Source: an optimization exercise on an open RTL-to-GDS flow (aim: small area and a short achievable clock period). Production flows keep margins and buffers that such runs may drop.
No functional check of the RTL was part of any run shown here.
Power and IR drop assume default switching activity.

==> flow/design.v (outline; a module is shown in full before it is edited, if it fits) <==
// module dds_gain_decimator: 830 lines
module dds_gain_decimator (
  input  logic        clock,
  input  logic        reset,
  input  logic        io_en,
  input  logic [31:0] io_in_value,
  input  logic [15:0] io_gain,
  input  logic [7:0]  io_decim,
  output logic        io_out_valid,
  output logic [31:0] io_out_bits,
  input  logic        io_out_ready,
  output logic [3:0]  io_level,
  output logic [15:0] io_overflow_cnt
);
  // ...
==> flow/run.sh <==
#!/bin/bash
# synth_recipe.tcl (not shown) runs the flow's synth.tcl, then flattens the netlist and writes it again
# the make line also repeats each setting of config.mk as NAME=value (left out here)
make -C /OpenROAD-flow-scripts/flow DESIGN_CONFIG=/design/flow/config.mk WORK_HOME=/design/flow/orfs CLKGATE_MAP_FILE= SYNTH_SCRIPT=/design/flow/synth_recipe.tcl finish
==> flow/config.mk <==
export PLATFORM = sky130hd
export DESIGN_NAME = dds_gain_decimator
export DESIGN_NICKNAME = dds_gain_decimator
export VERILOG_FILES = /design/flow/design.v
export SDC_FILE = /design/flow/constraint.sdc
export NUM_CORES = 4
export LEC_CHECK = 0
export CAP_MARGIN = 20
export CORE_MARGIN = 2
export CORE_UTILIZATION = 40
export SETUP_SLACK_MARGIN = 5.0
export SLEW_MARGIN = 20
==> flow/constraint.sdc <==
create_clock -name core_clock -period 8.0 [get_ports {clock}]
set_input_delay 1.6000 -clock core_clock [delete_from_list [all_inputs] [get_ports {clock}]]
set_output_delay 1.6000 -clock core_clock [all_outputs]
set_load 0.01 [all_outputs]
==> summary.md, run 1 <==
| Metric | Value |
|---|---|
| RSZ-0062 raised after global routing | true |
| Worst Hold Launch | io_overflow_cnt[11]$_DFFE_PN0P_ |
| Peak supply drop | 0.000200 V |
| Max Cap Violations | 0 |
| Sequential share of cell area | ~36% |
| Drt pass-1 iters | 6 |
| H-Tree Depth | 2 |
| CP Buf/Inv Count | 5 |
| Final setup viols | 0 |
| Ratio of cells with drive above 1 in the final layout | 26.3% |
| CTS Buf Count | 50 |
| Most frequent cells in the layout | 256 x edfxtp_1, 175 x a22oi_1, 167 x xor2_1 |
| PD cells | between 300 and 400 nW/um^2 |
| Layout clock area frac | approximately 5% |
| Cell depth of the worst setup path | 12 |
| Tightest Hold Check Type | flop to flop |
| Layout Cells excl Fill | 3333 |
| Yosys reg bits | 448 |
| DRC | 0 |
| Critical path type | flop to flop |
| WP data required | 8.56 ns |
| Via Count | 18.9k |
| Status | finished clean |
| Fraction of area in multi-input gates | 44.5% |
| Layout area overhead | 23.3% |
| Fraction of synthesized area in multiplexers | 1.19% |
| Met3 WL | roughly 5.5 mm |
| Crit Reg-Reg Endpoint | c_q[28]$_DFF_P_ |
| DR iter-0 viols | 1668 |
| Main combinational cell family by area after synthesis | adder cells |
| Met3 Track Usage GR | 3.55% |
| Post-route clock period utilization | 41.9% |
| Post-DP Area | 29100 sq um |
| M1 wire length | 30.4 mm |
| Vias in the first global route | just under 20k |
| Non-CTS inverters | 203 |
| Synth Area per Inst | 11.6 sq um |
| Place WS | between 4 and 5 ns |
| Met1 usage | 26.8% |
==> inputs of run 2 (changes only) <==
--- a/flow/config.mk
+++ b/flow/config.mk
@@ -8,5 +8,4 @@
 export CAP_MARGIN = 20
 export CORE_MARGIN = 2
 export CORE_UTILIZATION = 40
-export SETUP_SLACK_MARGIN = 5.0
 export SLEW_MARGIN = 20
==> run 2 against run 1 <==
  * Still clean on timing, DRC and antenna
  * Area after synthesis unchanged
  * Die area unchanged
  * Flip-flop and latch count unchanged
  * Via count decreased by 4.5%
  * Routed wire length decreased by 9.4%
  * Sequential power increased by 1%
  * Count of clock-buffer cells in the layout decreased by 3
  * Power decreased by 5.9%
==> summary.md, run 2 <==
| Metric | Value |
|---|---|
| Status | finished clean |
| Yosys warns | 2 |
| Drt pass-1 iters | 6 (unchanged) |
| Hold slack | 0.517 ns |
| Clock Latency Late Sink | 0.60 ns |
| Remaining Overflow, GRT | 0 |
| Setup tns final | 0 ns |
| Peak supply drop | 0.000204 V (+2.4%) |
| Worst-path cell chain | xor2_1, fa_1, inv_1, fa_1, inv_1, fa_1, fa_1, inv_1, ha_1 |
| Post-CTS setup buffers | 0 |
| Switching pwr | 4.61 mW |
| Fin. max-slew vios | 0 |
| Post-route clock period utilization | 47.9% (+6.0 points) |
| Routed WL per cell | 21.0 um |
| Worst-path fanout max | 34 |
| Number of synthesized flops with an enable pin | 256 |
| DRC | 0 (unchanged) |
| Actual slew at the worst max-slew pin | roughly 1.1 ns |
| Cell area after layout | 30100 sq um |
| Layout area overhead | 11.6% |
| CP arrival | 4.30 ns |
| DR iter-0 viols | 1725 (+3.4%) |
| Fin nets | 2645 |
| Hold EP | io_overflow_cnt[5]$_DFFE_PN0P_ |
| Max Cap Violations | 0 (unchanged) |
| Tightest Hold Check Type | flop to flop |
| WP data required | 8.47 ns (-0.09 ns) |
| Synth Area per Inst | 11.6 sq um (unchanged) |
| Total Wirelength | 67.4 mm |
| Largest stage delay, worst path | between 1 and 1.5 ns |
| CTS Buf Count | 47 (-6.0%) |
| Layout Cells excl Fill | 3204 (-3.9%) |
| Die H | 264 um |
| IO Port Bufs | 112 |
| Post-synth top area share | approximately 29% |
| Worst setup EP type | flop |
| Crit path max-delay cell type | dfxtp_2 |
| RSZ-0062 raised after global routing | false |
| Primary FF master, synth | edfxtp_1 |
| Crit start category | flop |
| Die ar. | 69400 sq um |
| Unique masters post-synth | 72 |
| Diode count | 0 |
| Largest register FFs | approximately 220 |
| CP dominant cell by count | fa_1 |
| Final setup viols | 0 (unchanged) |
| Combinational Power Share | 48.1% |
| Post-Synthesis Cells | 2315 |
| Clock Tree Buf Depth | 3 |
| HPWL Detailed | ~42 mm |
| PD cells | 385 nW/um^2 (+4.0%) |
| Worst Hold Launch | io_overflow_cnt[5]$_DFFE_PN0P_ |
| Hold Buf Count CTS | 0 |
| Ports | 113 |
| Hold path cells | 1 |
| Relative slew slack | a little over a quarter |
| CTS tree | yes |
| Largest net degree at the start of global routing | 56 |
| Reg-to-Reg Start | bn[1]$_DFF_P_ |
| Post-DR vias/cell | 5.63 |
| Yosys reg bits | 448 (unchanged) |
| Regs by FF count | mem: 224 flops, c_q: 39 flops, s_q: 39 flops |
| Resized Gates After CTS | 0 |
| Placed Cells | between 3k and 4k |
| Ratio of cells with drive above 1 in the final layout | 7.29% (-19 points) |
| Initial Util | 40.3% |
| Worst Reg-to-Reg Cells | 9 |
| Ranking of synthesized cells by area | edfxtp_1 29%, fa_1 13%, dfxtp_1 10% |
| Core footprint | 66900 sq um |
| Post-layout worst setup margin | between 4 and 5 ns |
| Worst-path clk slew | 0.06 ns |
| Post-synth top area cell | edfxtp_1 |
| Fmax | 0.261 GHz |
| Commonest cells post-synth | 291 x a22oi_1, 256 x edfxtp_1, 203 x inv_1, 190 x xor2_1, 181 x fa_1 |
| Top reg by flops | mem |
| Final Skew | 0.0353 ns |
| Place WS | 3.64 ns (-0.474 ns) |
| Internal cell power | 6.97 mW |
| Syn nets | 2667 |
| CTS root buf | clkbuf_16 |
| Die width | 264 um |
| Clock power frac | 18.6% |
| Post-DRT Antenna Nets | 0 |
| First-pass GRT wire length | 107 mm |
| Top-count cell post-synth | a22oi_1 |
| Crit path time final | 3.83 ns |
| Share of power burned in registers | 33.3% |
| Vias in the first global route | 18.8k (-4.8%) |
| Clock sink total | roughly 450 |
| Row cnt | between 90 and 100 |
| Crit Reg-Reg Endpoint | c_q[16]$_DFF_P_ |
| H-Tree Depth | 2 (unchanged) |
| Post-DP Area | 28500 sq um (-1.9%) |
| Sequential fraction of the synthesis area | 43.8% |
| Via Count | 18.0k (-4.5%) |
| Most common cell after layout, fill and taps aside | a22oi_1 |
| P_leak | ~12 nW |
| Ys async rst share | 12.3% |
| Synth Cell Area | 26900 sq um |
| GRT Total Usage | 19.2% |
| Final Hold Violating Endpoints | 0 |
| Initial antenna violation count | 0 |
| RD Place Congestion | 0.874 |
| R2R setup slack | 4.17 ns |
| Most frequent cells in the layout | 291 x a22oi_1, 256 x edfxtp_1, 203 x inv_1 |
| Critical path type | flop to flop |
| Sw frac | around 40% |
==> run 2: power groups by stage <==
stage               combinational (mW)  sequential [mW]  clock [mW]
finish                            5.57             3.86        2.15
global route                      6.38             3.90        2.29
CTS                               5.60             3.87        2.20
detailed placement                5.56             3.91           0
global placement                  5.37             3.91           0
floorplan                         3.84             3.79           0
==> run 2: logic make-up (layout without fill, tap and decap cells) <==
| kind of cell | after synthesis | in the layout | share of synthesized area, % |
|---|---|---|---|
| DFF | 448 | 448 | 43.8 |
| and+or+nand+nor | 262 | 262 | 4.80 |
| xor gates and xnor gates | 325 | 325 | 10.6 |
| adders and majority gates | 292 | 292 | 18.6 |
| muxes | 29 | 29 | 1.19 |
| AOI/OAI and AO/OA | 547 | 547 | 15.0 |
| buffers and inverters | 412 | 428 | 6.02 |
==> run 2: final cells by class <==
cell class	count	area (sq um)
multi-input combinational	1455	13500
tap	873	1090
fill	6142	36900
inverter	203	762
clock buffer	59	1260
clock inverter	28	273
sequential	448	11800
timing repair buffer	138	1310
==> run 2: layer usage <==
metal | GRT usage [%] | part of all wire, %
met5 | 0 | 0
met4 | 5.33 | 2.2
met3 | 3.34 | 7.2
met2 | 31.2 | 46
met1 | 26.5 | 44
==> run 2: how the worst max path moves through the flow <==
| stage | from | endpoint | slack, ns | depth (start not counted) |
|---|---|---|---|---|
| finish | bn[1]$_DFF_P_ | c_q[16]$_DFF_P_ | 4.17 | 9 |
| global route | bn[1]$_DFF_P_ | c_q[16]$_DFF_P_ | 4.04 | 9 |
| CTS | bt[1]$_DFF_P_ | c_q[16]$_DFF_P_ | 3.82 | 10 |
| detailed placement | io_out_ready | wr[6]$_DFFE_PN0P_ | 3.64 | 5 |
| global placement | io_out_ready | wr[6]$_DFFE_PN0P_ | 3.78 | 5 |
| floorplan | bn[2]$_DFF_P_ | c_q[16]$_DFF_P_ | 4.34 | 11 |
==> run 2: per-stage QoR <==
stage	utilization (%)	power, mW
2_1_floorplan	-	7.63
3_3_place_gp	42.6	9.27
3_5_place_dp	42.6	9.47
4_1_cts	44.9	11.7
5_1_grt	44.9	12.6
6_report	44.9	11.6
==> run 2: critical path: cells and delay by family (launching register included) <==
| kind | cells | cell delay, ns |
|---|---|---|
| buffers and inverters | 3 | 0.19 |
| adders and majority gates | 5 | 2.23 |
| DFF | 1 | 1.06 |
| xor gates and xnor gates | 1 | 0.20 |

## port drivers added, routing unchanged
The results above use ideal ports. As a check the final layouts listed here were re-extracted and re-timed, cells and wires unchanged. Step 1: set_driving_cell puts a clkbuf_16 on clock and a buf_2 on each other input, an assumption about the parent block. Step 2 times the ports against the registers' clock, not the clock port: input delays grow and output delays shrink by t, the midpoint of the rising clock arrivals with the driver on. Three values: ideal ports, drivers, drivers and shift; two values: the first two.
| run | shift t [ns] | slack for setup (ns) | worst setup path at the end | worst data-port slew with drivers (ns) | cell pins on the clock port's net |
|---|---|---|---|---|---|
| run 1 | 0.669 | 4.649 / 4.649 / 4.649 | register to register | 0.03 | 1 |
| run 2 | 0.641 | 4.172 / 4.172 / 3.700 | input to register | 0.05 | 1 |
After both steps every run listed still meets setup and hold. For run 2, which loses most, drivers alone change the setup slack by 0.000 ns; drivers and shift together by -0.472 ns.
